This is an optimization exercise on Yosys and OpenROAD, whose aim is a short achievable clock period and few clock cycles per item, not a production implementation. Only simulation tests tie the RTL to the original design; equivalence was not proved. In every run shown here, the design's own scripts or RTL, not TritonCTS, make the clock network. The clock input has no modelled driver; a real chip could not lean on it and would need a root buffer or a full tree. Power figures rest on the tool's default switching activity, not on a simulated workload.

## config.mk

```make
export PLATFORM = sky130hd
export DESIGN_NAME = alu_issue_ctrl
export DESIGN_NICKNAME = alu_issue_ctrl
export VERILOG_FILES = /design/flow/design.v
export SDC_FILE = /design/flow/constraint.sdc
export NUM_CORES = 4
export LEC_CHECK = 0
export ABC_CLOCK_PERIOD_IN_PS = 2000
export CAP_MARGIN = 50
export CORE_MARGIN = 2
export CORE_UTILIZATION = 40
export PLACE_DENSITY = 0.6
export SETUP_SLACK_MARGIN = 3.2
export SLEW_MARGIN = 70
export TNS_END_PERCENT = 100
```

## constraint.sdc

```tcl
create_clock -name core_clock -period 5.0 [get_ports {CLK}]
set_input_delay 1.0000 -clock core_clock [delete_from_list [all_inputs] [get_ports {CLK}]]
set_output_delay 1.0000 -clock core_clock [all_outputs]
set_load 0.01 [all_outputs]
```

## design.v

```verilog
package alu_issue_ctrl_pkg;
    localparam int DATA_WIDTH_DEF     = 32;
    localparam int ALU_OPRN_WIDTH_DEF = 6;
    localparam int REG_ADDR_WIDTH_DEF = 5;
    localparam int INFLIGHT_CAP_DEF   = 4;
endpackage
module alu_issue_ctrl_register_file
#(
    parameter int DATA_WIDTH     = alu_issue_ctrl_pkg::DATA_WIDTH_DEF,
    parameter int REG_ADDR_WIDTH = alu_issue_ctrl_pkg::REG_ADDR_WIDTH_DEF,
    localparam int NREG          = 1 << REG_ADDR_WIDTH
) (
    input  logic                      clk_i,
    input  logic                      rst_i,
    input  logic [NREG-1:1]           rsel1_i,
    input  logic [NREG-1:1]           rsel2_i,
    output logic [DATA_WIDTH-1:0]     rdata1_o,
    output logic [DATA_WIDTH-1:0]     rdata2_o,
    input  logic [NREG-1:1]           we_i,
    input  logic [DATA_WIDTH-1:0]     wdata_i
);
    logic [DATA_WIDTH-1:0] regs_q [1:NREG-1];
    for (genvar r = 1; r < NREG; r++) begin : g_reg
        always_ff @(posedge clk_i or posedge rst_i) begin
            if (rst_i) begin
                regs_q[r] <= '0;
            end else if (we_i[r]) begin
                regs_q[r] <= wdata_i;
            end
        end
    end
    always_comb begin
        rdata1_o = '0;
        rdata2_o = '0;
        for (int k = 1; k < NREG; k++) begin
            rdata1_o = rdata1_o | ({DATA_WIDTH{rsel1_i[k]}} & regs_q[k]);
            rdata2_o = rdata2_o | ({DATA_WIDTH{rsel2_i[k]}} & regs_q[k]);
        end
    end
endmodule
module alu_issue_ctrl
#(
    parameter int DATA_WIDTH     = alu_issue_ctrl_pkg::DATA_WIDTH_DEF,
    parameter int ALU_OPRN_WIDTH = alu_issue_ctrl_pkg::ALU_OPRN_WIDTH_DEF,
    parameter int REG_ADDR_WIDTH = alu_issue_ctrl_pkg::REG_ADDR_WIDTH_DEF
) (
    input  logic                      CLK,
    input  logic                      RST,
    input  logic                      REQ_VALID,
    output logic                      REQ_READY,
    input  logic [ALU_OPRN_WIDTH-1:0] REQ_OPRN,
    input  logic [REG_ADDR_WIDTH-1:0] REQ_RS1,
    input  logic [REG_ADDR_WIDTH-1:0] REQ_RS2,
    input  logic [REG_ADDR_WIDTH-1:0] REQ_RD,
    input  logic                      REQ_IMM_SEL,
    input  logic [DATA_WIDTH-1:0]     REQ_IMM,
    output logic [DATA_WIDTH-1:0]     ALU_OP1,
    output logic [DATA_WIDTH-1:0]     ALU_OP2,
    output logic [ALU_OPRN_WIDTH-1:0] ALU_OPRN,
    input  logic [DATA_WIDTH-1:0]     ALU_RESULT,
    output logic                      RSP_VALID,
    input  logic                      RSP_READY,
    output logic [DATA_WIDTH-1:0]     RSP_DATA,
    output logic [REG_ADDR_WIDTH-1:0] RSP_RD
);
    localparam int NREG = 1 << REG_ADDR_WIDTH;
    localparam int CAP  = alu_issue_ctrl_pkg::INFLIGHT_CAP_DEF;
    localparam int QN   = 4;
    localparam int QPW  = 2;
    localparam int RW   = DATA_WIDTH + REG_ADDR_WIDTH;
    logic accept;
    logic rsp_pop;
    logic                      v_rd;
    logic [ALU_OPRN_WIDTH-1:0] oprn_rd;
    logic [REG_ADDR_WIDTH-1:0] rd_rd;
    logic [DATA_WIDTH-1:0]     imm_rd;       
    logic [NREG-1:1]           sel1_rd;      
    logic [NREG-1:1]           sel2_rd;      
    logic                      f1_ex_rd, f1_wb_rd, f2_ex_rd, f2_wb_rd;
    logic                      v_ex;
    logic [REG_ADDR_WIDTH-1:0] rd_ex;
    logic [DATA_WIDTH-1:0]     op1_ex, op2_ex;
    logic [ALU_OPRN_WIDTH-1:0] oprn_ex;
    logic [DATA_WIDTH-1:0]     res_wb;
    logic [NREG-1:1]           we_wb;
    logic [DATA_WIDTH-1:0] rdata1, rdata2;
    alu_issue_ctrl_register_file #(
        .DATA_WIDTH     (DATA_WIDTH),
        .REG_ADDR_WIDTH (REG_ADDR_WIDTH)
    ) u_register_file (
        .clk_i    (CLK),
        .rst_i    (RST),
        .rsel1_i  (sel1_rd),
        .rsel2_i  (sel2_rd),
        .rdata1_o (rdata1),
        .rdata2_o (rdata2),
        .we_i     (we_wb),
        .wdata_i  (res_wb)
    );
    logic h1_ex, h1_wb, h2_ex, h2_wb;
    always_comb begin
        h1_ex = v_rd && (rd_rd != '0) && (rd_rd == REQ_RS1);
        h1_wb = v_ex && (rd_ex != '0) && (rd_ex == REQ_RS1);
        h2_ex = v_rd && (rd_rd != '0) && (rd_rd == REQ_RS2);
        h2_wb = v_ex && (rd_ex != '0) && (rd_ex == REQ_RS2);
    end
    always_ff @(posedge CLK) begin
        oprn_rd  <= REQ_OPRN;
        rd_rd    <= REQ_RD;
        imm_rd   <= REQ_IMM_SEL ? REQ_IMM : '0;
        for (int k = 1; k < NREG; k++) begin
            sel1_rd[k] <= (REQ_RS1 == REG_ADDR_WIDTH'(k)) && !h1_ex && !h1_wb;
            sel2_rd[k] <= (REQ_RS2 == REG_ADDR_WIDTH'(k)) && !h2_ex && !h2_wb && !REQ_IMM_SEL;
        end
        f1_ex_rd <= h1_ex;
        f1_wb_rd <= !h1_ex && h1_wb;
        f2_ex_rd <= !REQ_IMM_SEL && h2_ex;
        f2_wb_rd <= !REQ_IMM_SEL && !h2_ex && h2_wb;
    end
    always_ff @(posedge CLK) begin
        op1_ex  <= ({DATA_WIDTH{f1_ex_rd}} & ALU_RESULT)
                 | ({DATA_WIDTH{f1_wb_rd}} & res_wb)
                 | rdata1;
        op2_ex  <= ({DATA_WIDTH{f2_ex_rd}} & ALU_RESULT)
                 | ({DATA_WIDTH{f2_wb_rd}} & res_wb)
                 | imm_rd
                 | rdata2;
        oprn_ex <= oprn_rd;
        rd_ex   <= rd_rd;
    end
    always_ff @(posedge CLK) begin
        res_wb <= ALU_RESULT;
    end
    always_ff @(posedge CLK or posedge RST) begin
        if (RST) begin
            we_wb <= '0;
        end else begin
            for (int k = 1; k < NREG; k++) begin
                we_wb[k] <= v_ex && (rd_ex == REG_ADDR_WIDTH'(k));
            end
        end
    end
    always_ff @(posedge CLK or posedge RST) begin
        if (RST) begin
            v_rd <= 1'b0;
            v_ex <= 1'b0;
        end else begin
            v_rd <= accept;
            v_ex <= v_rd;
        end
    end
    logic              rsp_v_q;      
    logic              rsp_v_h;      
    logic [RW-1:0]     rsp_q;
    logic [RW-1:0]     q_mem [QN];
    logic [QPW-1:0]    q_rp, q_wp;
    logic              q_empty, load_out;
    logic [RW-1:0]     ex_ent;
    assign ex_ent   = {ALU_RESULT, rd_ex};
    assign q_empty  = (q_rp == q_wp);
    assign rsp_pop  = rsp_v_h && RSP_READY;
    assign load_out = !rsp_v_h || RSP_READY;
    logic [RW-1:0]     rsp_h, rsp_new;
    assign rsp_new = q_empty ? ex_ent : q_mem[q_rp];
    always_ff @(posedge CLK) begin
        rsp_q <= load_out ? rsp_new : rsp_h;
        rsp_h <= load_out ? rsp_new : rsp_q;
        q_mem[q_wp] <= ex_ent;
    end
    always_ff @(posedge CLK or posedge RST) begin
        if (RST) begin
            rsp_v_q <= 1'b0;
            rsp_v_h <= 1'b0;
            q_rp    <= '0;
            q_wp    <= '0;
        end else begin
            rsp_v_q <= load_out ? (!q_empty || v_ex) : rsp_v_h;
            rsp_v_h <= load_out ? (!q_empty || v_ex) : rsp_v_q;
            if (load_out && !q_empty) begin
                q_rp <= q_rp + 1'b1;
            end
            if (v_ex && !(load_out && q_empty)) begin
                q_wp <= q_wp + 1'b1;
            end
        end
    end
    logic [CAP-1:0] cnt_q, cnt_d;
    logic           ready_q;
    assign accept = REQ_VALID && ready_q;
    always_comb begin
        cnt_d = cnt_q;
        if (accept && !rsp_pop) begin
            cnt_d = {cnt_q[CAP-2:0], 1'b1};
        end else if (!accept && rsp_pop) begin
            cnt_d = {1'b0, cnt_q[CAP-1:1]};
        end
    end
    always_ff @(posedge CLK or posedge RST) begin
        if (RST) begin
            cnt_q <= '0;
        end else begin
            cnt_q <= cnt_d;
        end
    end
    always_ff @(posedge CLK) begin
        ready_q <= !cnt_d[CAP-1];
    end
    assign REQ_READY = ready_q;
    assign RSP_VALID = rsp_v_q;
    assign RSP_DATA  = rsp_q[RW-1:REG_ADDR_WIDTH];
    assign RSP_RD    = rsp_q[REG_ADDR_WIDTH-1:0];
    assign ALU_OP1   = op1_ex;
    assign ALU_OP2   = op2_ex;
    assign ALU_OPRN  = oprn_ex;
endmodule
```

## flow/run.sh

```bash
#!/bin/bash
# Standard ORFS layout with one hook before clock tree synthesis
# (flow/pre_cts.tcl): it places the output flip-flops beside their output
# buffers and builds a balanced two-level clock tree (flow/clock_tree.tcl) in
# place of the flow's clock_tree_synthesis. All tool output goes to
# orfs_make.log here and to ORFS's own logs under orfs/logs.
set -euo pipefail
here=$(pwd)
bash standard.sh PRE_CTS_TCL="$here/flow/pre_cts.tcl" finish > "$here/orfs_make.log" 2>&1
```

## flow/clock_tree.tcl

```tcl
# Manual two-level clock tree: the clock port drives NROOT root buffers, each
# root buffer drives the leaf buffers of its part of the die, each leaf buffer
# drives one cluster of at most about LEAF_SIZE flip-flop clock pins. Clusters
# come from recursive splits of the clock pins by position, so they are of
# near equal size.
proc mct_center {it} {
  set bb [[$it getInst] getBBox]
  return [list [expr {([$bb xMin] + [$bb xMax]) / 2}] [expr {([$bb yMin] + [$bb yMax]) / 2}]]
}

# items: list of {x y payload}; returns n groups of near equal size, each
# split made across the longer side of the items' bounding box
proc mct_split {items n} {
  if {$n <= 1 || [llength $items] < 2} { return [list $items] }
  set xs [lmap i $items {lindex $i 0}]
  set ys [lmap i $items {lindex $i 1}]
  set dx [expr {[tcl::mathfunc::max {*}$xs] - [tcl::mathfunc::min {*}$xs]}]
  set dy [expr {[tcl::mathfunc::max {*}$ys] - [tcl::mathfunc::min {*}$ys]}]
  set k [expr {$dx >= $dy ? 0 : 1}]
  set sorted [lsort -integer -index $k $items]
  set n1 [expr {$n / 2}]
  set h [expr {([llength $sorted] * $n1 + $n / 2) / $n}]
  set a [lrange $sorted 0 [expr {$h - 1}]]
  set b [lrange $sorted $h end]
  return [concat [mct_split $a $n1] [mct_split $b [expr {$n - $n1}]]]
}

proc mct_centroid {items} {
  set sx 0; set sy 0
  foreach i $items { set sx [expr {$sx + [lindex $i 0]}]; set sy [expr {$sy + [lindex $i 1]}] }
  set n [llength $items]
  return [list [expr {$sx / $n}] [expr {$sy / $n}]]
}

proc mct_place {inst xy} {
  set m [$inst getMaster]
  set x [expr {[lindex $xy 0] - [$m getWidth] / 2}]
  set y [expr {[lindex $xy 1] - [$m getHeight] / 2}]
  if {$x < 0} { set x 0 }
  if {$y < 0} { set y 0 }
  $inst setLocation $x $y
  $inst setPlacementStatus PLACED
}

proc manual_cts {clk_port nroot leaf_size bufname} {
  set block [ord::get_db_block]
  set db [ord::get_db]
  set master [$db findMaster $bufname]
  set bt [$block findBTerm $clk_port]
  set clknet [$bt getNet]
  set sinks {}
  foreach it [$clknet getITerms] {
    lappend sinks [concat [mct_center $it] [list $it]]
  }
  puts "manual_cts: [llength $sinks] clock pins"
  # root groups, then leaf clusters inside each root group
  set nleaf [expr {([llength $sinks] + $leaf_size - 1) / $leaf_size}]
  set nleaf [expr {(($nleaf + $nroot - 1) / $nroot) * $nroot}]
  set roots [mct_split $sinks $nroot]
  set r 0
  set l 0
  foreach rg $roots {
    set rinst [odb::dbInst_create $block $master "mct_root_$r"]
    set rnet [odb::dbNet_create $block "mct_root_net_$r"]
    $rnet setSigType CLOCK
    [$rinst findITerm X] connect $rnet
    set leafpos {}
    foreach cl [mct_split $rg [expr {$nleaf / $nroot}]] {
      set linst [odb::dbInst_create $block $master "mct_leaf_$l"]
      set lnet [odb::dbNet_create $block "mct_leaf_net_$l"]
      $lnet setSigType CLOCK
      [$linst findITerm X] connect $lnet
      foreach s $cl {
        set it [lindex $s 2]
        $it disconnect
        $it connect $lnet
      }
      set c [mct_centroid $cl]
      mct_place $linst $c
      [$linst findITerm A] connect $rnet
      lappend leafpos $c
      incr l
    }
    mct_place $rinst [mct_centroid $leafpos]
    [$rinst findITerm A] connect $clknet
    incr r
  }
  puts "manual_cts: $r root buffers, $l leaf buffers"
}
```

## flow/pre_cts.tcl

```tcl
# Before clock tree synthesis: put each flip-flop that drives an output
# port's buffer right beside that buffer, and the few other gates its output
# drives right beside the flip-flop, so the wires on the flop's output are
# short; then legalise the placement again.
set block [ord::get_db_block]
set moved 0
set moved_gates 0
foreach bt [$block getBTerms] {
  if {[$bt getIoType] ne "OUTPUT"} { continue }
  set net [$bt getNet]
  if {$net eq "NULL"} { continue }
  set buf ""
  foreach it [$net getITerms] {
    if {[$it isOutputSignal]} { set buf [$it getInst] }
  }
  if {$buf eq ""} { continue }
  set in_net ""
  foreach it [$buf getITerms] {
    if {[$it isInputSignal] && [$it getNet] ne "NULL"} { set in_net [$it getNet] }
  }
  if {$in_net eq ""} { continue }
  set ff ""
  set others {}
  foreach it [$in_net getITerms] {
    set inst [$it getInst]
    if {[$it isOutputSignal]} {
      set ff $inst
    } elseif {[$inst getName] ne [$buf getName]} {
      lappend others $inst
    }
  }
  if {$ff eq ""} { continue }
  if {![[$ff getMaster] isSequential]} { continue }
  if {[llength $others] > 2} { continue }
  set skip 0
  foreach o $others { if {[[$o getMaster] isSequential]} { set skip 1 } }
  if {$skip} { continue }
  set loc [$buf getLocation]
  set bx [lindex $loc 0]
  set by [lindex $loc 1]
  set w [[$ff getMaster] getWidth]
  set x [expr {$bx - $w}]
  if {$x < 0} { set x [expr {$bx + [[$buf getMaster] getWidth]}] }
  $ff setLocation $x $by
  incr moved
  set ox $x
  foreach o $others {
    set ow [[$o getMaster] getWidth]
    set ox [expr {$ox - $ow}]
    if {$ox < 0} { set ox [expr {$bx + [[$buf getMaster] getWidth]}] }
    $o setLocation $ox $by
    incr moved_gates
  }
}
puts "pre_cts: moved $moved output flip-flops beside their buffers and $moved_gates gates beside them"

# Input port buffers: use a plain buffer where the flow left a delay cell
set db [ord::get_db]
set inbuf [$db findMaster sky130_fd_sc_hd__buf_4]
set swapped 0
foreach bt [$block getBTerms] {
  if {[$bt getIoType] ne "INPUT"} { continue }
  if {[$bt getName] eq "CLK"} { continue }
  set net [$bt getNet]
  if {$net eq "NULL"} { continue }
  foreach it [$net getITerms] {
    set inst [$it getInst]
    set mname [[$inst getMaster] getName]
    if {[string match "sky130_fd_sc_hd__clkdlybuf*" $mname] || [string match "sky130_fd_sc_hd__dlygate*" $mname] || [string match "sky130_fd_sc_hd__dlymetal*" $mname]} {
      $inst swapMaster $inbuf
      incr swapped
    }
  }
}
puts "pre_cts: $swapped input buffers changed from delay cells to buf_4"
detailed_placement
check_placement -verbose

# Clock tree: a balanced two-level tree of clkbuf_16 built here (see
# clock_tree.tcl) in place of the flow's clock_tree_synthesis.
source [file join [file dirname [info script]] clock_tree.tcl]
manual_cts CLK 4 24 sky130_fd_sc_hd__clkbuf_16
detailed_placement
check_placement -verbose
set_propagated_clock [all_clocks]
rename clock_tree_synthesis flow_clock_tree_synthesis
proc clock_tree_synthesis {args} {
  puts "clock tree already built by flow/clock_tree.tcl; skipping clock_tree_synthesis $args"
}
```

## standard.sh

```bash
#!/bin/bash
# synth_recipe.tcl (not shown) runs the flow's synth.tcl, then flattens the netlist and writes it again
# the make line also repeats each setting of config.mk as NAME=value (left out here)
make -C /OpenROAD-flow-scripts/flow DESIGN_CONFIG=/design/flow/config.mk WORK_HOME=/design/flow/orfs CLKGATE_MAP_FILE= SYNTH_SCRIPT=/design/flow/synth_recipe.tcl "${@:-finish}"
```

==> results of run 1 <==
## layer usage
metal	vias up	global-route usage (%)	wire length (um)	share of wire [%]
li1	19500	-	-	-
met1	27000	47.2	111000	35
met2	5579	51.4	125000	39
met3	1888	16.5	51000	16
met4	44	26.9	31700	9.9
met5	-	0.743	694	0.22
## flip-flops by register name (all words and copies together), names as in the netlist, 2 cells and up
| signal | flops |
|---|---|
| imm_rd | 32 |
| q_wp | 2 |
| cnt_q | 4 |
| u_register_file.regs_q | 992 |
| q_mem | 148 |
| rsp_h | 37 |
| op2_ex | 32 |
| sel2_rd | 31 |
| q_rp | 2 |
| we_wb | 31 |
| rd_ex | 5 |
| sel1_rd | 31 |
| rd_rd | 5 |
| res_wb | 32 |
| oprn_rd | 6 |
| oprn_ex | 6 |
| rsp_q | 37 |
| op1_ex | 32 |
## power by group
group / switching, mW / leakage (nW) / internal (mW) / total (mW)
Combinational: 3.58 / 15.5 / 4.20 / 7.78
Clock: 3.87 / 0.838 / 2.41 / 6.29
Sequential: 2.18 / 17.2 / 14.7 / 16.9
Total: 9.63 / 33.4 / 21.3 / 31.0
## per-stage QoR
| stage | cells | util [%] | hold slack, ns | setup slack (ns) |
|---|---|---|---|---|
| floorplan | 4781 | - | 0.310 | -10.27 |
| global placement | 6700 | 43.0 | 0.311 | 1.68 |
| detailed placement | 6855 | 45.7 | 0.312 | 1.79 |
| CTS | 7223 | 50.4 | 0.344 | 2.94 |
| global route | 7336 | 52.1 | 0.349 | 2.88 |
| finish | 7361 | 52.2 | 0.336 | 2.86 |
## worst max path at each step
stage	start	depth (start not counted)	slack [ns]	end
after CTS	rsp_v_q	1	2.94	RSP_VALID
after detailed placement	RSP_READY	8	1.79	rsp_q[26]
after global routing	sel2_rd[17]	5	2.88	op2_ex[26]
final	sel2_rd[6]	6	2.86	op2_ex[31]
after global placement	REQ_RS1[4]	6	1.68	sel1_rd[29]
after floorplan	RST	1	-10.27	cnt_q[0]
## final cells by class
| class | count | area, sq um | share of cell area, % |
|---|---|---|---|
| plain buffers | 68 | 1700 | 2.09 |
| well taps | 2058 | 2570 | 3.16 |
| multi-input cells | 2816 | 27600 | 33.9 |
| diodes | 25 | 62.6 | 0.0768 |
| flip-flops and latches | 1474 | 36700 | 45.0 |
| inverters | 10 | 41.3 | 0.0507 |
| repair buffers | 910 | 12800 | 15.7 |
## Yosys cell counts (32+ instances only)
library cell,count
a21oi_1,35
a221o_1,74
a221oi_1,128
a222oi_1,32
a22o_1,128
a22oi_1,736
and2_1,33
buf_1,119
clkbuf_1,342
dfrtp_1,1035
dfxtp_1,291
edfxtp_1,148
mux2_2,993
mux4_2,37
nand2_1,72
nand3_1,135
nand4_1,131
nor2_1,37
nor2b_1,45
nor4_1,65
or4_1,32
## worst max-delay path: cells and delay by family (launching register included)
family	cells	cell delay [ns]
and+or+nand+nor	2	0.79
buffers and inverters	2	0.35
AOI/OAI and AO/OA	2	0.46
DFF	1	0.37
## cells in the final DEF, fill, tap and decap left out, types with 28 or more instances in the layout
cell type,count
buf_8,46
buf_2,59
dfxtp_2,89
nor2_1,35
buf_16,163
or4_4,33
dfxtp_4,76
nand2_1,60
buf_6,139
mux4_2,37
a22oi_2,112
nor4_4,32
and2_1,33
a21oi_1,35
buf_12,128
a221o_1,73
nand3_1,128
buf_4,353
a221oi_2,98
a222oi_1,32
a22o_1,128
dfrtp_1,999
mux2_2,993
a22oi_1,624
clkbuf_16,79
nor2b_4,39
edfxtp_1,148
dfrtp_4,28
dfxtp_1,126
nand4_1,131
## logic make-up (layout without fill, tap and decap cells)
group	count (synthesis)	after routing	share of synthesized area, %
compound gates	1143	1143	14.4
buf+inv	491	988	3.02
flops	1474	1474	57.5
other cells	0	25	0
mux	1030	1030	19.1
fa+ha+maj	6	6	0.119
simple gates	612	612	5.49
xor+xnor	25	25	0.348
## timing repair
action,CTS,global route
endpoints found under the setup margin,517,542
pin swaps,169,149
resized for setup,1031,298
gates cloned,34,12
buffers inserted,266,97
==> summary.md, run 1 <==
| Metric | Value |
|---|---|
| FMAX | `between 400 and 500 MHz` |
| Clk latency of the worst-skew pair | `~0.55 ns` |
| CP max stage delay | `0.57 ns` |
| Ranking of synthesized cells by area | `dfrtp_1 (41%), mux2_2 (18%), dfxtp_1 (9.3%)` |
| Vias in the first global route | `50,800` |
| Largest net degree at the start of global routing | `between 70 and 80` |
| Max FO, Critical Path | `8` |
| I/O pin cnt | `around 200` |
| Worst endpoint required time | `5.39 ns` |
| Power density cells | `roughly 380 nW/um^2` |
| RSZ-0062 raised after global routing | `true` |
| Leading area contributor after synthesis | `dfrtp_1` |
| Depth of the most critical reg-to-reg path | `6` |
| Mean routed wirelength per cell | `between 40 and 50 um` |
| DR vias/cell | `7.34` |
| RR Endpoint | `op2_ex[31]` |
| Synthesized area | `between 60,000 and 70,000 sq um` |
| Area share of the largest cell type after synthesis | `slightly above 40%` |
| Reg2Reg Setup Slack | `2.86 ns` |
| Cell mode on critical path | `buf_16` |
| Crit path launch type | `register` |
| CP cell instances | `buf_16 -> buf_16 -> a22o_1 -> a221oi_2 -> nand4_1 -> or4_4` |
| Worst min path class | `register to register` |
| Primary FF master, synth | `dfrtp_1` |
| Launching point of the worst reg2reg path | `sel2_rd[6]` |
| Final WL | `~320,000 um` |
| Cts hold-fix bufs | `0` |
| Area of placed instances | `around 70,000 sq um` |
| Layout cell share with drive strength beyond 1 | `approximately half` |
| Fin Setup TNS | `0 ns` |
| Tmin final | `between 2 and 2.5 ns` |
| Pleak | `33.4 nW` |
| Synthesized net count | `approximately 5,000` |
| WS Path Type | `register to register` |
| Synth cell types | `50` |
| Starting DRT DRC Count | `roughly 11,000` |
| Worst VDD drop | `~330 uV` |
| Part of the Yosys area used for sequential elements | `around 57%` |
| Post-route cell area | `~82,000 sq um` |
| Post-synth EDFFs | `148` |
| CP endpoint kind | `register` |
| Post-DP HPWL | `roughly 180,000 um` |
| Final worst-path cycle share | `a little over two fifths` |
| Worst path slowest cell | `or4_4` |
| Synthesis-stage register bit count | `about 1,500` |
| Status | `finished clean` |
| Worst slew margin | `62.0%` |
| Worst hold path depth | `0` |
| Gpl congestion | `between 0.9 and 1` |
| Endpoints failing hold | `0` |
| Slew @ Worst Pin | `about 0.57 ns` |
| FILL cells | `~13,000` |
| Die area | `roughly 160,000 sq um` |
| Hold worst-path end | `oprn_ex[5]` |
| IO Port Bufs | `slightly below 200` |
| Drt pass-1 iters | `10` |
| Power, Total | `31.0 mW` |
| Final ANT Viol Nets | `0` |
| Initial antenna violation count | `29` |
| Maxcap violations | `0` |
| Via count | `between 50,000 and 60,000` |
| Final setup fails | `0` |
| CTS clock-pin slew for the worst setup and hold paths | `~0.1 ns` |
| Residual DRC | `0` |
| Die X | `about 400 um` |
| Overall die height | `401 um` |
| CP arrival | `~2.5 ns` |
| Hold_sp | `oprn_rd[5]` |
| First-pass GRT wire length | `426,000 um` |
| GRT Total Usage | `between 30% and 40%` |
| P&R area growth vs syn | `29.5%` |
| Cells after Synth | `between 4,000 and 5,000` |
| Final net count | `between 5,000 and 6,000` |
| Clock skew | `around 0.030 ns` |
| Core Area | `approximately 160,000 sq um` |
| Avg Inst Size Synth | `between 10 and 15 sq um` |
| Rows | `between 100 and 150` |
| Slew Viols, Final | `0` |
| Asr flop ratio synth | `a little over two thirds` |
| Yosys warns | `3` |
| Starting Density | `between 40% and 50%` |
| GRT Residual Overflow | `0` |
Testbench counts, summed over its fixed seeds: cycles 12,024, items 12,000.
==> run 2: changes to the inputs <==
--- a/config.mk
+++ b/config.mk
@@ -8,3 +8,3 @@
 export ABC_CLOCK_PERIOD_IN_PS = 2000
-export CAP_MARGIN = 50
+export CAP_MARGIN = 30
 export CORE_MARGIN = 2
@@ -13,3 +13,3 @@
 export SETUP_SLACK_MARGIN = 3.2
-export SLEW_MARGIN = 70
+export SLEW_MARGIN = 50
 export TNS_END_PERCENT = 100
==> run 2 against run 1 <==
Compared with the run above: largest power group unchanged; sequential cell count stayed put; final area down 4.6%; synthesized cell count is the same; critical path depth up 4; fmax shrank 0.17%; clock skew increased by 0.013 ns; sequential power barely moved; combinational power decreased by 3.3%; sequential share of layout area rose by 2.1 points; register-to-register slack about the same.
==> summary.md, run 2 <==
| Metric | Value |
|---|---|
| I/O pin cnt | `around 200` |
| Post-synth EDFFs | `between 100 and 150` |
| Launching point of the worst reg2reg path | `rd_rd[1]` |
| Largest net degree at the start of global routing | `between 100 and 150` |
| Clk latency of the worst-skew pair | `about 0.56 ns` |
| Avg Inst Size Synth | `13.2 sq um` |
| RSZ-0062 raised after global routing | `true` |
| FMAX | `roughly 470 MHz` |
| Crit path launch type | `register` |
| Layout cell share with drive strength beyond 1 | `46.8%` |
| Max FO, Critical Path | `5` |
| Tmin final | `between 2 and 2.5 ns` |
| GRT Residual Overflow | `0` |
| Drt pass-1 iters | `12` |
| Synth cell types | `50` |
| Fin Setup TNS | `0 ns` |
| Leading area contributor after synthesis | `dfrtp_1` |
| Asr flop ratio synth | `70.2%` |
| Final WL | `between 300,000 and 400,000 um` |
| Area of placed instances | `approximately 68,000 sq um` |
| Pleak | `about 32 nW` |
| Endpoints failing hold | `0` |
| Starting DRT DRC Count | `~11,000` |
| Net Sw Frac | `~31%` |
| Worst min path class | `register to register` |
| WS Path Type | `register to register` |
| Internal | `21.1 mW` |
| P&R area growth vs syn | `23.6%` |
| Area share of the largest cell type after synthesis | `41.2%` |
| Cts hold-fix bufs | `0` |
| Ranking of synthesized cells by area | `dfrtp_1 (41%), mux2_2 (18%), dfxtp_1 (9.3%)` |
| CP arrival | `between 2 and 3 ns` |
| Gate power share | `around a quarter` |
| Gpl congestion | `~0.92` |
| RR Endpoint | `sel2_rd[4]` |
| Final ANT Viol Nets | `0` |
| Yosys warns | `3` |
| GRT Total Usage | `roughly two fifths` |
| Worst hold path depth | `0` |
| CTS clock-pin slew for the worst setup and hold paths | `about 0.090 ns` |
| Power density cells | `approximately 390 nW/um^2` |
| Layout Cells excl Fill | `7,243` |
| Rows | `~150` |
| Primary FF master, synth | `dfrtp_1` |
| Final worst-path cycle share | `between 40% and 50%` |
| Post-DP HPWL | `approximately 160,000 um` |
| Worst slew margin | `42.7%` |
| Die X | `around 400 um` |
| Most flops, register | `u_register_file.regs_q` |
| Hold_sp | `oprn_rd[1]` |
| Depth of the most critical reg-to-reg path | `10` |
| Worst endpoint required time | `about 5.4 ns` |
| Hold worst-path end | `oprn_ex[1]` |
| Placed Cells | `between 6,000 and 7,000` |
| Status | `finished clean` |
| Final setup fails | `0` |
| Post-Route Hold Slack | `0.333 ns` |
| Synthesis-stage register bit count | `1,474` |
| Core Area | `between 150,000 and 200,000 sq um` |
| Residual DRC | `0` |
| Final net count | `5,245` |
| Commonest non-fill, non-tap cell in the layout | `dfrtp_1` |
| First-pass GRT wire length | `around 430,000 um` |
| Mean routed wirelength per cell | `~45 um` |
| Biggest regs | `u_register_file.regs_q: 992 flops, q_mem: 148 flops` |
| Synth top cells by count | `dfrtp_1 (1,035), mux2_2 (993), a22oi_1 (736), clkbuf_1 (342), dfxtp_1 (291)` |
| Clock skew | `approximately 0.042 ns` |
| Synthesized area | `62,900 sq um` |
| Initial antenna violation count | `25` |
| IO Port Bufs | `a little under 200` |
| Max reg flops | `slightly below 1,000` |
| Clock power frac | `20.5%` |
| Post-route cell area | `approximately 78,000 sq um` |
| Maxcap violations | `0` |
| DR vias/cell | `roughly 7.4` |
| NetSw | `approximately 9.5 mW` |
| Reg2Reg Setup Slack | `about 2.9 ns` |
| CP endpoint kind | `register` |
| Starting Density | `approximately two fifths` |
| Synthesized net count | `around 4,900` |
| FILL cells | `about 13,000` |
| Via count | `roughly 54,000` |
| Sequential share of power | `approximately 55%` |
| Slew Viols, Final | `0` |
| Slew @ Worst Pin | `0.859 ns` |
| Most frequent cell after synthesis | `dfrtp_1` |
| Most frequent cells in the layout | `dfrtp_1 (1,000), mux2_2 (993), a22oi_1 (692)` |
| Vias in the first global route | `~50,000` |
| Cells after Synth | `approximately 4,800` |
| Worst VDD drop | `between 300 and 400 uV` |
| Part of the Yosys area used for sequential elements | `between 50% and 60%` |
| Die area | `between 150,000 and 200,000 sq um` |
| Overall die height | `about 400 um` |
[run 2: cell counts after synthesis]
No cell type changed its count.
[run 2: cell type report]
class / count / area, sq um / share of cell area [%]
antenna: 38 / 95.1 / 0.122
buffer: 68 / 1700 / 2.19
inverter: 10 / 41.3 / 0.0531
multi-input combinational: 2817 / 27100 / 34.9
sequential: 1474 / 36600 / 47.1
tap: 2058 / 2570 / 3.31
timing repair buffer: 778 / 9620 / 12.4
[run 2: logic make-up after synthesis]
family	count (synthesis)	share of synthesized area (%)
fa+ha+maj	6	0.119
simple gates	612	5.49
buf+inv	491	3.02
xor+xnor	25	0.348
flops	1474	57.5
mux	1030	19.1
compound gates	1143	14.4
[run 2: how the worst max path moves through the flow]
| stage | startpoint | cells past startpoint | end | slack (ns) |
|---|---|---|---|---|
| 3_5_place_dp | ALU_RESULT[7] | 5 | op2_ex[7] | 1.84 |
| 6_report | rd_rd[1] | 10 | sel2_rd[4] | 2.85 |
| 2_1_floorplan | RST | 1 | cnt_q[0] | -10.27 |
| 5_1_grt | rd_rd[1] | 9 | sel2_rd[15] | 2.81 |
| 4_1_cts | rsp_v_q | 1 | RSP_VALID | 2.94 |
| 3_3_place_gp | REQ_RS1[4] | 6 | sel1_rd[29] | 1.68 |
[run 2: metal layers]
| layer | up-vias | global-route usage (%) | wire length [um] |
|---|---|---|---|
| met5 | - | 0.506 | 200 |
| met4 | 16 | 27.8 | 33000 |
| met3 | 1844 | 18.0 | 53600 |
| met2 | 5693 | 52.6 | 126000 |
| met1 | 27000 | 48.0 | 112000 |
| li1 | 19400 | - | - |
[run 2: worst max-delay path, stage by stage, from the launching register on]
cell     delay, ns
dfxtp_4       0.36
or4_4         0.55
o21ai_4       0.16
buf_6         0.12
buf_6         0.09
o31ai_4       0.06
buf_6         0.13
buf_4         0.16
buf_4         0.15
buf_6         0.12
nor4_4        0.14
[run 2: per-stage QoR]
| step | util [%] | total power [mW] | setup WS (ns) |
|---|---|---|---|
| floorplan | - | 20.1 | -10.27 |
| finish | 49.8 | 30.7 | 2.85 |
| global route | 49.7 | 31.6 | 2.81 |
| CTS | 48.3 | 30.1 | 2.94 |
| global placement | 43.0 | 22.3 | 1.68 |
| detailed placement | 43.5 | 22.5 | 1.84 |
[run 2: what timing repair did]
action                                   CTS  global route
pin swaps                                146            93
setup buffers                            257           107
cloned                                    44             5
gates resized for setup                 1088           214
endpoints found under the setup margin   796           428
[run 2: power by group through the flow]
stage,Clock (mW),Combinational (mW),Sequential [mW]
floorplan,0,3.85,16.3
finish,6.29,7.52,16.9
detailed placement,0,5.55,17.0
global route,6.69,7.88,17.1
global placement,0,5.29,17.0
CTS,6.29,7.13,16.7
==> run 3: changes to the inputs <==
--- a/design.v
+++ b/design.v
@@ -4,3 +4,3 @@
     localparam int REG_ADDR_WIDTH_DEF = 5;
-    localparam int INFLIGHT_CAP_DEF   = 4;
+    localparam int INFLIGHT_CAP_DEF   = 5;
 endpackage
@@ -16,4 +16,4 @@
     input  logic [NREG-1:1]           rsel2_i,
-    output logic [DATA_WIDTH-1:0]     rdata1_o,
-    output logic [DATA_WIDTH-1:0]     rdata2_o,
+    output logic [1:0][DATA_WIDTH-1:0] rpart1_o,
+    output logic [1:0][DATA_WIDTH-1:0] rpart2_o,
     input  logic [NREG-1:1]           we_i,
@@ -32,7 +32,7 @@
     always_comb begin
-        rdata1_o = '0;
-        rdata2_o = '0;
+        rpart1_o = '0;
+        rpart2_o = '0;
         for (int k = 1; k < NREG; k++) begin
-            rdata1_o = rdata1_o | ({DATA_WIDTH{rsel1_i[k]}} & regs_q[k]);
-            rdata2_o = rdata2_o | ({DATA_WIDTH{rsel2_i[k]}} & regs_q[k]);
+            rpart1_o[k / (NREG / 2)] = rpart1_o[k / (NREG / 2)] | ({DATA_WIDTH{rsel1_i[k]}} & regs_q[k]);
+            rpart2_o[k / (NREG / 2)] = rpart2_o[k / (NREG / 2)] | ({DATA_WIDTH{rsel2_i[k]}} & regs_q[k]);
         end
@@ -67,4 +67,4 @@
     localparam int CAP  = alu_issue_ctrl_pkg::INFLIGHT_CAP_DEF;
-    localparam int QN   = 4;
-    localparam int QPW  = 2;
+    localparam int QN   = CAP;
+    localparam int QPW  = 3;
     localparam int RW   = DATA_WIDTH + REG_ADDR_WIDTH;
@@ -72,9 +72,15 @@
     logic rsp_pop;
-    logic                      v_rd;
-    logic [ALU_OPRN_WIDTH-1:0] oprn_rd;
-    logic [REG_ADDR_WIDTH-1:0] rd_rd;
-    logic [DATA_WIDTH-1:0]     imm_rd;       
-    logic [NREG-1:1]           sel1_rd;      
-    logic [NREG-1:1]           sel2_rd;      
-    logic                      f1_ex_rd, f1_wb_rd, f2_ex_rd, f2_wb_rd;
+    logic                      v_r1;
+    logic [ALU_OPRN_WIDTH-1:0] oprn_r1;
+    logic [REG_ADDR_WIDTH-1:0] rd_r1;
+    logic [DATA_WIDTH-1:0]     imm_r1;       
+    logic [NREG-1:1]           sel1_r1;      
+    logic [NREG-1:1]           sel2_r1;      
+    logic [2:0]                f1_r1, f2_r1;
+    logic                      v_r2;
+    logic [ALU_OPRN_WIDTH-1:0] oprn_r2;
+    logic [REG_ADDR_WIDTH-1:0] rd_r2;
+    logic [DATA_WIDTH-1:0]     imm_r2;
+    logic [1:0][DATA_WIDTH-1:0] part1_r2, part2_r2;
+    logic [2:0]                f1_r2, f2_r2;
     logic                      v_ex;
@@ -85,3 +91,4 @@
     logic [NREG-1:1]           we_wb;
-    logic [DATA_WIDTH-1:0] rdata1, rdata2;
+    logic [DATA_WIDTH-1:0]     res_wb2;
+    logic [1:0][DATA_WIDTH-1:0] rpart1, rpart2;
     alu_issue_ctrl_register_file #(
@@ -92,6 +99,6 @@
         .rst_i    (RST),
-        .rsel1_i  (sel1_rd),
-        .rsel2_i  (sel2_rd),
-        .rdata1_o (rdata1),
-        .rdata2_o (rdata2),
+        .rsel1_i  (sel1_r1),
+        .rsel2_i  (sel2_r1),
+        .rpart1_o (rpart1),
+        .rpart2_o (rpart2),
         .we_i     (we_wb),
@@ -99,35 +106,51 @@
     );
-    logic h1_ex, h1_wb, h2_ex, h2_wb;
+    logic [2:0] h1, h2;      
     always_comb begin
-        h1_ex = v_rd && (rd_rd != '0) && (rd_rd == REQ_RS1);
-        h1_wb = v_ex && (rd_ex != '0) && (rd_ex == REQ_RS1);
-        h2_ex = v_rd && (rd_rd != '0) && (rd_rd == REQ_RS2);
-        h2_wb = v_ex && (rd_ex != '0) && (rd_ex == REQ_RS2);
-    end
-    always_ff @(posedge CLK) begin
-        oprn_rd  <= REQ_OPRN;
-        rd_rd    <= REQ_RD;
-        imm_rd   <= REQ_IMM_SEL ? REQ_IMM : '0;
+        h1[0] = v_r1 && (rd_r1 != '0) && (rd_r1 == REQ_RS1);
+        h1[1] = v_r2 && (rd_r2 != '0) && (rd_r2 == REQ_RS1);
+        h1[2] = v_ex && (rd_ex != '0) && (rd_ex == REQ_RS1);
+        h2[0] = v_r1 && (rd_r1 != '0) && (rd_r1 == REQ_RS2);
+        h2[1] = v_r2 && (rd_r2 != '0) && (rd_r2 == REQ_RS2);
+        h2[2] = v_ex && (rd_ex != '0) && (rd_ex == REQ_RS2);
+    end
+    always_ff @(posedge CLK) begin
+        oprn_r1  <= REQ_OPRN;
+        rd_r1    <= REQ_RD;
+        imm_r1   <= REQ_IMM_SEL ? REQ_IMM : '0;
         for (int k = 1; k < NREG; k++) begin
-            sel1_rd[k] <= (REQ_RS1 == REG_ADDR_WIDTH'(k)) && !h1_ex && !h1_wb;
-            sel2_rd[k] <= (REQ_RS2 == REG_ADDR_WIDTH'(k)) && !h2_ex && !h2_wb && !REQ_IMM_SEL;
-        end
-        f1_ex_rd <= h1_ex;
-        f1_wb_rd <= !h1_ex && h1_wb;
-        f2_ex_rd <= !REQ_IMM_SEL && h2_ex;
-        f2_wb_rd <= !REQ_IMM_SEL && !h2_ex && h2_wb;
-    end
-    always_ff @(posedge CLK) begin
-        op1_ex  <= ({DATA_WIDTH{f1_ex_rd}} & ALU_RESULT)
-                 | ({DATA_WIDTH{f1_wb_rd}} & res_wb)
-                 | rdata1;
-        op2_ex  <= ({DATA_WIDTH{f2_ex_rd}} & ALU_RESULT)
-                 | ({DATA_WIDTH{f2_wb_rd}} & res_wb)
-                 | imm_rd
-                 | rdata2;
-        oprn_ex <= oprn_rd;
-        rd_ex   <= rd_rd;
-    end
-    always_ff @(posedge CLK) begin
-        res_wb <= ALU_RESULT;
+            sel1_r1[k] <= (REQ_RS1 == REG_ADDR_WIDTH'(k)) && (h1 == '0);
+            sel2_r1[k] <= (REQ_RS2 == REG_ADDR_WIDTH'(k)) && (h2 == '0) && !REQ_IMM_SEL;
+        end
+        f1_r1[0] <= h1[0];
+        f1_r1[1] <= !h1[0] && h1[1];
+        f1_r1[2] <= !h1[0] && !h1[1] && h1[2];
+        f2_r1[0] <= !REQ_IMM_SEL && h2[0];
+        f2_r1[1] <= !REQ_IMM_SEL && !h2[0] && h2[1];
+        f2_r1[2] <= !REQ_IMM_SEL && !h2[0] && !h2[1] && h2[2];
+    end
+    always_ff @(posedge CLK) begin
+        oprn_r2  <= oprn_r1;
+        rd_r2    <= rd_r1;
+        imm_r2   <= imm_r1;
+        part1_r2 <= rpart1;
+        part2_r2 <= rpart2;
+        f1_r2    <= f1_r1;
+        f2_r2    <= f2_r1;
+    end
+    always_ff @(posedge CLK) begin
+        op1_ex  <= ({DATA_WIDTH{f1_r2[0]}} & ALU_RESULT)
+                 | ({DATA_WIDTH{f1_r2[1]}} & res_wb)
+                 | ({DATA_WIDTH{f1_r2[2]}} & res_wb2)
+                 | part1_r2[0] | part1_r2[1];
+        op2_ex  <= ({DATA_WIDTH{f2_r2[0]}} & ALU_RESULT)
+                 | ({DATA_WIDTH{f2_r2[1]}} & res_wb)
+                 | ({DATA_WIDTH{f2_r2[2]}} & res_wb2)
+                 | imm_r2
+                 | part2_r2[0] | part2_r2[1];
+        oprn_ex <= oprn_r2;
+        rd_ex   <= rd_r2;
+    end
+    always_ff @(posedge CLK) begin
+        res_wb  <= ALU_RESULT;
+        res_wb2 <= res_wb;
     end
@@ -144,7 +167,9 @@
         if (RST) begin
-            v_rd <= 1'b0;
+            v_r1 <= 1'b0;
+            v_r2 <= 1'b0;
             v_ex <= 1'b0;
         end else begin
-            v_rd <= accept;
-            v_ex <= v_rd;
+            v_r1 <= accept;
+            v_r2 <= v_r1;
+            v_ex <= v_r2;
         end
@@ -179,6 +204,6 @@
             if (load_out && !q_empty) begin
-                q_rp <= q_rp + 1'b1;
+                q_rp <= (q_rp == QPW'(QN - 1)) ? '0 : q_rp + 1'b1;
             end
             if (v_ex && !(load_out && q_empty)) begin
-                q_wp <= q_wp + 1'b1;
+                q_wp <= (q_wp == QPW'(QN - 1)) ? '0 : q_wp + 1'b1;
             end
--- a/config.mk
+++ b/config.mk
@@ -8,3 +8,3 @@
 export ABC_CLOCK_PERIOD_IN_PS = 2000
-export CAP_MARGIN = 30
+export CAP_MARGIN = 50
 export CORE_MARGIN = 2
@@ -13,3 +13,3 @@
 export SETUP_SLACK_MARGIN = 3.2
-export SLEW_MARGIN = 50
+export SLEW_MARGIN = 70
 export TNS_END_PERCENT = 100
==> run 3 against run 2 <==
Compared with the run above: area after synthesis grew 11%; register-to-register slack gained 0.08 ns; clock power grew 11%; die area grew 11%; final cell count grew 8.0%; via count shrank 2.9%; power grew 14%; critical path type is now register to output port; critical endpoint is now RSP_VALID.
==> summary.md, run 3 <==
| Metric | Value |
|---|---|
| Status | `finished clean` |
| Post-DP HPWL | `158,000 um` |
| Layout cell share with drive strength beyond 1 | `between 40% and 50%` |
| Power density cells | `about 410 nW/um^2` |
| Final worst-path cycle share | `between 40% and 50%` |
| Pleak | `34.4 nW` |
| IO Port Bufs | `about 200` |
| WS Path Type | `register to output port` |
| CP cell instances | `buf_2` |
| Area of placed instances | `a little under 80,000 sq um` |
| Final ANT Viol Nets | `0` |
| Area of the multi-input gates | `between 20,000 and 30,000 sq um` |
| Overall die height | `423 um` |
| Slew @ Worst Pin | `0.507 ns` |
| Endpoints failing hold | `0` |
| Mean routed wirelength per cell | `approximately 35 um` |
| CP max stage delay | `roughly 0.38 ns` |
| Leading area contributor after synthesis | `dfrtp_1` |
| Clock power frac | `between 10% and 20%` |
| Crit path launch type | `register` |
| NetSw | `between 10 and 15 mW` |
| Synthesized net count | `about 5,300` |
| Die X | `~420 um` |
| Global-route met1 utilization | `approximately 38%` |
| Max reg flops | `roughly 990` |
| I/O pin cnt | `a little under 200` |
| FILL cells | `roughly 15,000` |
| Busiest layer in global routing | `met2` |
| Final net count | `5,588` |
| Fin Setup TNS | `0 ns` |
| Buf/Inv on CP | `1` |
| Max FO, Critical Path | `2` |
| Residual DRC | `0` |
| Post-route cell area | `roughly 84,000 sq um` |
| Avg Inst Size Synth | `roughly 13 sq um` |
| Sequential share of power | `between 50% and 60%` |
| Net Sw Frac | `a little under a third` |
| Worst slew margin | `66.2%` |
| Largest net degree at the start of global routing | `between 70 and 80` |
| Worst path slowest cell | `dfrtp_1` |
| Synth cell types | `52` |
| Asr flop ratio synth | `between 60% and 70%` |
| Via count | `roughly 52,000` |
| Drt pass-1 iters | `9` |
| Final WL | `approximately 270,000 um` |
| GRT Residual Overflow | `0` |
| Initial antenna violation count | `23` |
| GRT Total Usage | `28.9%` |
| Worst VDD drop | `312 uV` |
| Starting DRT DRC Count | `between 7,000 and 8,000` |
| Gpl congestion | `approximately 0.85` |
| Rows | `roughly 150` |
| Biggest regs | `u_register_file.regs_q: 992 flops, q_mem: 185 flops` |
| M2 GR Usage | `between 40 and 50%` |
| DR vias/cell | `around 6.7` |
| FMAX | `approximately 480 MHz` |
| P&R area growth vs syn | `20.4%` |
| Final setup fails | `0` |
| Commonest non-fill, non-tap cell in the layout | `mux2_2` |
| Maxcap violations | `0` |
| Synth top cells by count | `mux2_2 (1,067), dfrtp_1 (1,039), dfxtp_1 (502), clkbuf_1 (365)` |
| Worst min path class | `register to register` |
| Tmin final | `2.07 ns` |
| Gate power share | `26.5%` |
| Most flops, register | `u_register_file.regs_q` |
| Slew Viols, Final | `0` |
| Core Area | `approximately 170,000 sq um` |
| Synthesized area | `~70,000 sq um` |
| Storage cell area | `approximately 42,000 sq um` |
| Area share of the largest cell type after synthesis | `~37%` |
| First-pass GRT wire length | `roughly 380,000 um` |
| CP arrival | `1.07 ns` |
| Clock skew | `between 0.03 and 0.04 ns` |
| Vias in the first global route | `around 51,000` |
| Worst endpoint required time | `4.00 ns` |
| Cells after Synth | `5,228` |
| Primary FF master, synth | `dfrtp_1` |
| Die area | `179,000 sq um` |
| CP delay by family, top | `flip-flops` |
| Clk latency of the worst-skew pair | `about 0.57 ns` |
| Synthesis-stage register bit count | `roughly 1,700` |
| Post-synth EDFFs | `~190` |
| CP endpoint kind | `output port` |
| Internal | `about 24 mW` |
| GR Util met3 | `around 4.7%` |
| Part of the Yosys area used for sequential elements | `59.3%` |
| CTS clock-pin slew for the worst setup and hold paths | `roughly 0.09 ns` |
| RSZ-0062 raised after global routing | `true` |
| Cts hold-fix bufs | `0` |
| Ranking of synthesized cells by area | `dfrtp_1 (37%), mux2_2 (17%), dfxtp_1 (14%)` |
| Most frequent cell after synthesis | `mux2_2` |
| Starting Density | `just over 40%` |
| Yosys warns | `3` |
| Most frequent cells in the layout | `mux2_2 (1,049), dfrtp_1 (1,002), dfxtp_1 (327)` |
| Post-Route Hold Slack | `between 0.3 and 0.4 ns` |
==> run 3: cell count changes after synthesis, sizes merged, moves of 73 or more <==
cell	previous run	this run
dfxtp	291	502
nand3	135	16
a221o	74	0
a221oi	128	320
a211o	1	74
a22o	128	320
mux2	993	1067
and3	1	102
a22oi	736	288
==> run 3: worst paths after layout <==
kind	from	end	slack [ns]	cells past startpoint
setup / recovery	rsp_v_q	RSP_VALID	2.93	1
hold / removal	f2_r1[2]	f2_r2[2]	0.33	0
setup reg to reg	q_rp[1]	rsp_q[29]	2.93	8
hold reg to reg	f2_r1[2]	f2_r2[2]	0.33	0
max in group asynchronous	RST	u_register_file.regs_q[7][27]	3.35	8
min in group asynchronous	RST	u_register_file.regs_q[23][10]	0.53	3
==> run 3: area by class of cell <==
class	count	area share [%]
Antenna cell	8	0.0237
Buffer	76	2.25
Inverter	10	0.0489
Multi-Input combinational cell	2985	33.8
Sequential cell	1726	49.8
Tap cell	2325	3.45
Timing Repair Buffer	693	10.6
==> run 3: power groups by stage <==
stage	clock, mW	combinational (mW)	sequential [mW]
finish	6.98	9.29	18.8
global route	7.51	9.70	19.0
CTS	7.05	8.53	18.6
detailed placement	0	6.16	18.9
global placement	0	5.66	18.9
floorplan	0	3.94	18.4
==> run 3: repair_timing <==
item / CTS / global route
gates cloned: 37 / 9
gates resized for setup: 904 / 204
hold endpoints to repair: 0 / 0
setup buffers: 117 / 65
endpoints found under the setup margin: 437 / 347
pin swaps: 160 / 103
==> run 3: per-layer routing <==
layer / vias up / routed length (um) / part of all wire, %
li1: 20700 / - / -
met1: 27000 / 104000 / 38
met2: 3529 / 124000 / 45
met3: 1050 / 26200 / 9.6
met4: 10 / 18800 / 6.9
met5: - / 70 / 0.026
==> run 3: metrics by stage <==
stage	total power, mW	instances	worst slack (ns)	utilization [%]
after floorplan	22.3	5228	-10.32	-
after global placement	24.6	7402	1.59	42.8
after detailed placement	25.1	7501	1.88	44.3
after CTS	34.2	7731	2.92	47.4
after global routing	36.2	7815	2.91	48.5
final	35.0	7823	2.93	48.5
==> run 3: cells by family (layout without fill, tap and decap cells) <==
logic type / after synthesis / after routing / share of synthesized area (%)
compound gates: 1191 / 1191 / 14.3
xor+xnor: 33 / 33 / 0.412
flops: 1726 / 1726 / 59.3
simple gates: 688 / 688 / 5.78
other cells: 0 / 8 / 0
fa+ha+maj: 6 / 6 / 0.107
buf+inv: 517 / 779 / 2.93
mux: 1067 / 1067 / 17.1
Testbench counts of run 3, summed over its fixed seeds: cycles 12,032, items 12,000.
==> run 4: changes to the inputs <==
--- a/design.v
+++ b/design.v
@@ -68,3 +68,2 @@
     localparam int QN   = CAP;
-    localparam int QPW  = 3;
     localparam int RW   = DATA_WIDTH + REG_ADDR_WIDTH;
@@ -73,2 +72,3 @@
     logic                      v_r1;
+    logic                      w_r1;         
     logic [ALU_OPRN_WIDTH-1:0] oprn_r1;
@@ -77,5 +77,6 @@
     logic [NREG-1:1]           sel1_r1;      
-    logic [NREG-1:1]           sel2_r1;      
-    logic [2:0]                f1_r1, f2_r1;
+    logic [NREG-1:1]           sel2_r1;
+    logic [3:0]                f1_r1, f2_r1;
     logic                      v_r2;
+    logic                      w_r2;
     logic [ALU_OPRN_WIDTH-1:0] oprn_r2;
@@ -84,4 +85,5 @@
     logic [1:0][DATA_WIDTH-1:0] part1_r2, part2_r2;
-    logic [2:0]                f1_r2, f2_r2;
+    logic [3:0]                f1_r2, f2_r2;
     logic                      v_ex;
+    logic                      w_ex;
     logic [REG_ADDR_WIDTH-1:0] rd_ex;
@@ -108,8 +110,8 @@
     always_comb begin
-        h1[0] = v_r1 && (rd_r1 != '0) && (rd_r1 == REQ_RS1);
-        h1[1] = v_r2 && (rd_r2 != '0) && (rd_r2 == REQ_RS1);
-        h1[2] = v_ex && (rd_ex != '0) && (rd_ex == REQ_RS1);
-        h2[0] = v_r1 && (rd_r1 != '0) && (rd_r1 == REQ_RS2);
-        h2[1] = v_r2 && (rd_r2 != '0) && (rd_r2 == REQ_RS2);
-        h2[2] = v_ex && (rd_ex != '0) && (rd_ex == REQ_RS2);
+        h1[0] = w_r1 && (rd_r1 == REQ_RS1);
+        h1[1] = w_r2 && (rd_r2 == REQ_RS1);
+        h1[2] = w_ex && (rd_ex == REQ_RS1);
+        h2[0] = w_r1 && (rd_r1 == REQ_RS2);
+        h2[1] = w_r2 && (rd_r2 == REQ_RS2);
+        h2[2] = w_ex && (rd_ex == REQ_RS2);
     end
@@ -120,4 +122,4 @@
         for (int k = 1; k < NREG; k++) begin
-            sel1_r1[k] <= (REQ_RS1 == REG_ADDR_WIDTH'(k)) && (h1 == '0);
-            sel2_r1[k] <= (REQ_RS2 == REG_ADDR_WIDTH'(k)) && (h2 == '0) && !REQ_IMM_SEL;
+            sel1_r1[k] <= (REQ_RS1 == REG_ADDR_WIDTH'(k));
+            sel2_r1[k] <= (REQ_RS2 == REG_ADDR_WIDTH'(k));
         end
@@ -126,2 +128,3 @@
         f1_r1[2] <= !h1[0] && !h1[1] && h1[2];
+        f1_r1[3] <= (h1 == '0);
         f2_r1[0] <= !REQ_IMM_SEL && h2[0];
@@ -129,2 +132,3 @@
         f2_r1[2] <= !REQ_IMM_SEL && !h2[0] && !h2[1] && h2[2];
+        f2_r1[3] <= !REQ_IMM_SEL && (h2 == '0);
     end
@@ -143,3 +147,3 @@
                  | ({DATA_WIDTH{f1_r2[2]}} & res_wb2)
-                 | part1_r2[0] | part1_r2[1];
+                 | ({DATA_WIDTH{f1_r2[3]}} & (part1_r2[0] | part1_r2[1]));
         op2_ex  <= ({DATA_WIDTH{f2_r2[0]}} & ALU_RESULT)
@@ -147,4 +151,4 @@
                  | ({DATA_WIDTH{f2_r2[2]}} & res_wb2)
-                 | imm_r2
-                 | part2_r2[0] | part2_r2[1];
+                 | ({DATA_WIDTH{f2_r2[3]}} & (part2_r2[0] | part2_r2[1]))
+                 | imm_r2;
         oprn_ex <= oprn_r2;
@@ -161,3 +165,3 @@
             for (int k = 1; k < NREG; k++) begin
-                we_wb[k] <= v_ex && (rd_ex == REG_ADDR_WIDTH'(k));
+                we_wb[k] <= w_ex && (rd_ex == REG_ADDR_WIDTH'(k));
             end
@@ -170,2 +174,5 @@
             v_ex <= 1'b0;
+            w_r1 <= 1'b0;
+            w_r2 <= 1'b0;
+            w_ex <= 1'b0;
         end else begin
@@ -174,2 +181,5 @@
             v_ex <= v_r2;
+            w_r1 <= accept && (REQ_RD != '0);
+            w_r2 <= w_r1;
+            w_ex <= w_r2;
         end
@@ -180,11 +190,20 @@
     logic [RW-1:0]     q_mem [QN];
-    logic [QPW-1:0]    q_rp, q_wp;
-    logic              q_empty, load_out;
-    logic [RW-1:0]     ex_ent;
+    logic [QN-1:0]     q_rp, q_wp;   
+    logic [QN-2:0]     q_cnt;        
+    logic              q_nempty, load_out, q_pop, q_push;
+    logic [RW-1:0]     ex_ent, q_head;
     assign ex_ent   = {ALU_RESULT, rd_ex};
-    assign q_empty  = (q_rp == q_wp);
+    assign q_nempty = q_cnt[0];
     assign rsp_pop  = rsp_v_h && RSP_READY;
     assign load_out = !rsp_v_h || RSP_READY;
+    assign q_pop    = load_out && q_nempty;
+    assign q_push   = v_ex && !(load_out && !q_nempty);
+    always_comb begin
+        q_head = '0;
+        for (int i = 0; i < QN; i++) begin
+            q_head = q_head | ({RW{q_rp[i]}} & q_mem[i]);
+        end
+    end
     logic [RW-1:0]     rsp_h, rsp_new;
-    assign rsp_new = q_empty ? ex_ent : q_mem[q_rp];
+    assign rsp_new = q_nempty ? q_head : ex_ent;
     always_ff @(posedge CLK) begin
@@ -192,3 +211,7 @@
         rsp_h <= load_out ? rsp_new : rsp_q;
-        q_mem[q_wp] <= ex_ent;
+        for (int i = 0; i < QN; i++) begin
+            if (q_wp[i]) begin
+                q_mem[i] <= ex_ent;
+            end
+        end
     end
@@ -198,12 +221,18 @@
             rsp_v_h <= 1'b0;
-            q_rp    <= '0;
-            q_wp    <= '0;
-        end else begin
-            rsp_v_q <= load_out ? (!q_empty || v_ex) : rsp_v_h;
-            rsp_v_h <= load_out ? (!q_empty || v_ex) : rsp_v_q;
-            if (load_out && !q_empty) begin
-                q_rp <= (q_rp == QPW'(QN - 1)) ? '0 : q_rp + 1'b1;
-            end
-            if (v_ex && !(load_out && q_empty)) begin
-                q_wp <= (q_wp == QPW'(QN - 1)) ? '0 : q_wp + 1'b1;
+            q_rp    <= QN'(1);
+            q_wp    <= QN'(1);
+            q_cnt   <= '0;
+        end else begin
+            rsp_v_q <= load_out ? (q_nempty || v_ex) : rsp_v_h;
+            rsp_v_h <= load_out ? (q_nempty || v_ex) : rsp_v_q;
+            if (q_pop) begin
+                q_rp <= {q_rp[QN-2:0], q_rp[QN-1]};
+            end
+            if (q_push) begin
+                q_wp <= {q_wp[QN-2:0], q_wp[QN-1]};
+            end
+            if (q_push && !q_pop) begin
+                q_cnt <= {q_cnt[QN-3:0], 1'b1};
+            end else if (q_pop && !q_push) begin
+                q_cnt <= {1'b0, q_cnt[QN-2:1]};
             end
==> run 4 against run 3 <==
Compared with the run above: still clean on timing, DRC and antenna; critical path depth stayed put; routed wire length is 5.3% lower; global-route usage is 0.71 points lower; clock power is 2% higher; worst setup slack worse by 0.017 ns.
==> summary.md, run 4 <==
| Metric | Value |
|---|---|
| RSZ-0062 raised after global routing | `true` |
| Endpoints failing hold | `0` |
| Vias in the first global route | `~49,000` |
| Worst endpoint required time | `4.00 ns` |
| CP delay by family, top | `flip-flops` |
| Largest net degree at the start of global routing | `78` |
| Post-synth EDFFs | `roughly 190` |
| GRT Total Usage | `roughly 28%` |
| Maxcap violations | `0` |
| Primary FF master, synth | `dfrtp_1` |
| Placed Cells | `7,345` |
| Die X | `~420 um` |
| Gpl congestion | `0.870` |
| Overall die height | `~420 um` |
| Final net count | `about 5,300` |
| Most frequent cells in the layout | `dfrtp_1 (1,009), mux2_2 (974), dfxtp_1 (346)` |
| Status | `finished clean` |
| Synthesized net count | `between 5,000 and 6,000` |
| CP cell instances | `buf_2` |
| Synth top cells by count | `dfrtp_1 (1,048), mux2_2 (974), dfxtp_1 (506), a22oi_1 (325), clkbuf_1 (325)` |
| Asr flop ratio synth | `between 60 and 70%` |
| Starting DRT DRC Count | `about 7,300` |
| Buf/Inv on CP | `1` |
| Most frequent cell after synthesis | `dfrtp_1` |
| Ranking of synthesized cells by area | `dfrtp_1 (38%), mux2_2 (16%), dfxtp_1 (15%)` |
| WS Path Type | `register to output port` |
| Part of the Yosys area used for sequential elements | `between 60% and 70%` |
| Initial antenna violation count | `13` |
| Rows | `152` |
| Leading area contributor after synthesis | `dfrtp_1` |
| Slew @ Worst Pin | `between 0.5 and 0.6 ns` |
| Layout Cells excl Fill | `about 7,500` |
| Synth cell types | `44` |
| Slew Viols, Final | `0` |
| Worst hold path depth | `0` |
| P&R area growth vs syn | `14.0%` |
| IO Port Bufs | `just under 200` |
| Core Area | `about 170,000 sq um` |
| First-pass GRT wire length | `approximately 360,000 um` |
| Pre-CTS setup slack | `~2.3 ns` |
| Power, Total | `29.6 mW` |
| Pleak | `around 32 nW` |
| Starting Density | `between 40% and 50%` |
| Final ANT Viol Nets | `0` |
| I/O pin cnt | `about 200` |
| Crit path launch type | `register` |
| GRT Residual Overflow | `0` |
| Biggest regs | `u_register_file.regs_q: 992 flops, q_mem: 185 flops` |
| CP Depth | `1` |
| Final setup fails | `0` |
| Final core utilization | `45.9%` |
| Synthesis-stage register bit count | `1,741` |
| Most flops, register | `u_register_file.regs_q` |
| Worst VDD drop | `about 330 uV` |
| Synthesized area | `69,100 sq um` |
| CP arrival | `1.08 ns` |
| Clk latency of the worst-skew pair | `roughly 0.57 ns` |
| Worst path slowest cell | `dfrtp_1` |
| DR vias/cell | `about 6.6` |
| Cts hold-fix bufs | `0` |
| Final worst-path cycle share | `between 40% and 50%` |
| Avg Inst Size Synth | `between 10 and 15 sq um` |
| Fin Setup TNS | `0 ns` |
| Max reg flops | `between 900 and 1,000` |
| Worst min path class | `register to register` |
| Clock skew | `roughly 0.024 ns` |
| Cells after Synth | `about 5,000` |
| Die area | `roughly 180,000 sq um` |
| Mean routed wirelength per cell | `about 34 um` |
| Worst setup slack after layout | `between 2 and 3 ns` |
| Final WL | `about 260,000 um` |
| Depth of the most critical reg-to-reg path | `4` |
| Reg2Reg Setup Slack | `around 3.1 ns` |
| Commonest non-fill, non-tap cell in the layout | `dfrtp_1` |
| Max FO, Critical Path | `2` |
| CP endpoint kind | `output port` |
| Tmin final | `between 2 and 2.5 ns` |
| Yosys warns | `4` |
| Drt pass-1 iters | `9` |
| FMAX | `480 MHz` |
| CTS clock-pin slew for the worst setup and hold paths | `about 0.090 ns` |
| Post-DP HPWL | `approximately 150,000 um` |
| Power density cells | `375 nW/um^2` |
| Worst slew margin | `about two thirds` |
| Via count | `around 50,000` |
| Residual DRC | `0` |
| Layout cell share with drive strength beyond 1 | `34.8%` |
| FILL cells | `15,100` |
| Area share of the largest cell type after synthesis | `between 30% and 40%` |
| CP max stage delay | `just under 0.4 ns` |
-- run 4: per-layer routing --
| layer | GRT usage (%) | share of wire (%) |
|---|---|---|
| met5 | 0 | 0 |
| met4 | 13.0 | 5.3 |
| met3 | 5.31 | 10 |
| met2 | 44.6 | 45 |
| met1 | 37.6 | 39 |
-- run 4: final timing paths --
check | from | to
setup / recovery | rsp_v_q | RSP_VALID
min in group asynchronous | RST | u_register_file.regs_q[31][9]
hold reg to reg | f2_r1[0] | f2_r2[0]
hold / removal | f2_r1[0] | f2_r2[0]
max in group asynchronous | RST | u_register_file.regs_q[7][21]
setup reg to reg | sel2_r1[28] | part2_r2[39]
-- run 4: kinds of logic after synthesis --
group	share of synthesized area, %
adders and majority gates	0.0543
and+or+nand+nor	3.66
xor gates and xnor gates	0.380
buffers and inverters	3.04
DFF	60.7
AOI/OAI and AO/OA	15.8
muxes	16.4
-- run 4: area by class of cell --
cell class	count	area, sq um	share of cell area [%]
timing repair buffer	515	6170	7.83
sequential	1741	42400	53.8
inverter	5	22.5	0.0286
tap	2310	2890	3.67
buffer	80	2000	2.54
multi-input combinational	2869	25300	32.1
antenna	12	30.0	0.0381
-- run 4: report_power, final --
part	internal [mW]	switching [mW]
Sequential	16.3	1.78
Combinational	2.31	1.99
Clock	2.82	4.31
-- run 4: timing repair --
| action | CTS | global route |
|---|---|---|
| setup buffers | 48 | 33 |
| pin swaps | 9 | 18 |
| gates cloned | 0 | 1 |
| resized for setup | 587 | 55 |
| setup endpoints to repair | 141 | 136 |
| hold endpoints to repair | 0 | 0 |
-- run 4: metrics by stage --
stage	hold WS (ns)	cell area [sq um]
after global placement	0.310	73300
final	0.330	78800
after global routing	0.332	78800
after floorplan	0.310	69200
after detailed placement	0.312	75700
after CTS	0.329	77900
Testbench counts of run 4, summed over its fixed seeds: cycles 12,032, items 12,000.

[static timing again, ports no longer ideal]
The results above use ideal ports. As a check the final layouts listed here were re-extracted and re-timed, cells and wires unchanged.
Step 1 assumes that a clkbuf_16 drives the clock port and a buf_2 every other input.
Step 2 moves the port delays by t, midway between the first and last clock arrival at a register: inputs arrive t later, outputs are due t later. That takes back most of the time a late clock gives input paths.
Three values: ideal, step 1, step 2; two values: the first two.
| run | shift t [ns] | setup slack, ns | slew at the worst register clock pin (ns) | worst slew at a driven data input, ns | pins driven straight from the clock port |
|---|---|---|---|---|---|
| run 1 | 0.729 | 2.856 / 2.749 / 2.387 | 0.11 / 0.11 | 0.06 | 4 |
| run 2 | 0.735 | 2.852 / 2.747 / 2.361 | 0.11 / 0.11 | 0.07 | 4 |
| run 3 | 0.738 | 2.933 / 2.751 / 2.486 | 0.11 / 0.11 | 0.11 | 4 |
| run 4 | 0.741 | 2.917 / 2.734 / 2.684 | 0.10 / 0.10 | 0.15 | 4 |
After both steps setup and hold are still met in every run listed. For run 2, which loses most, drivers alone change the setup slack by -0.105 ns; drivers and shift together by -0.491 ns.
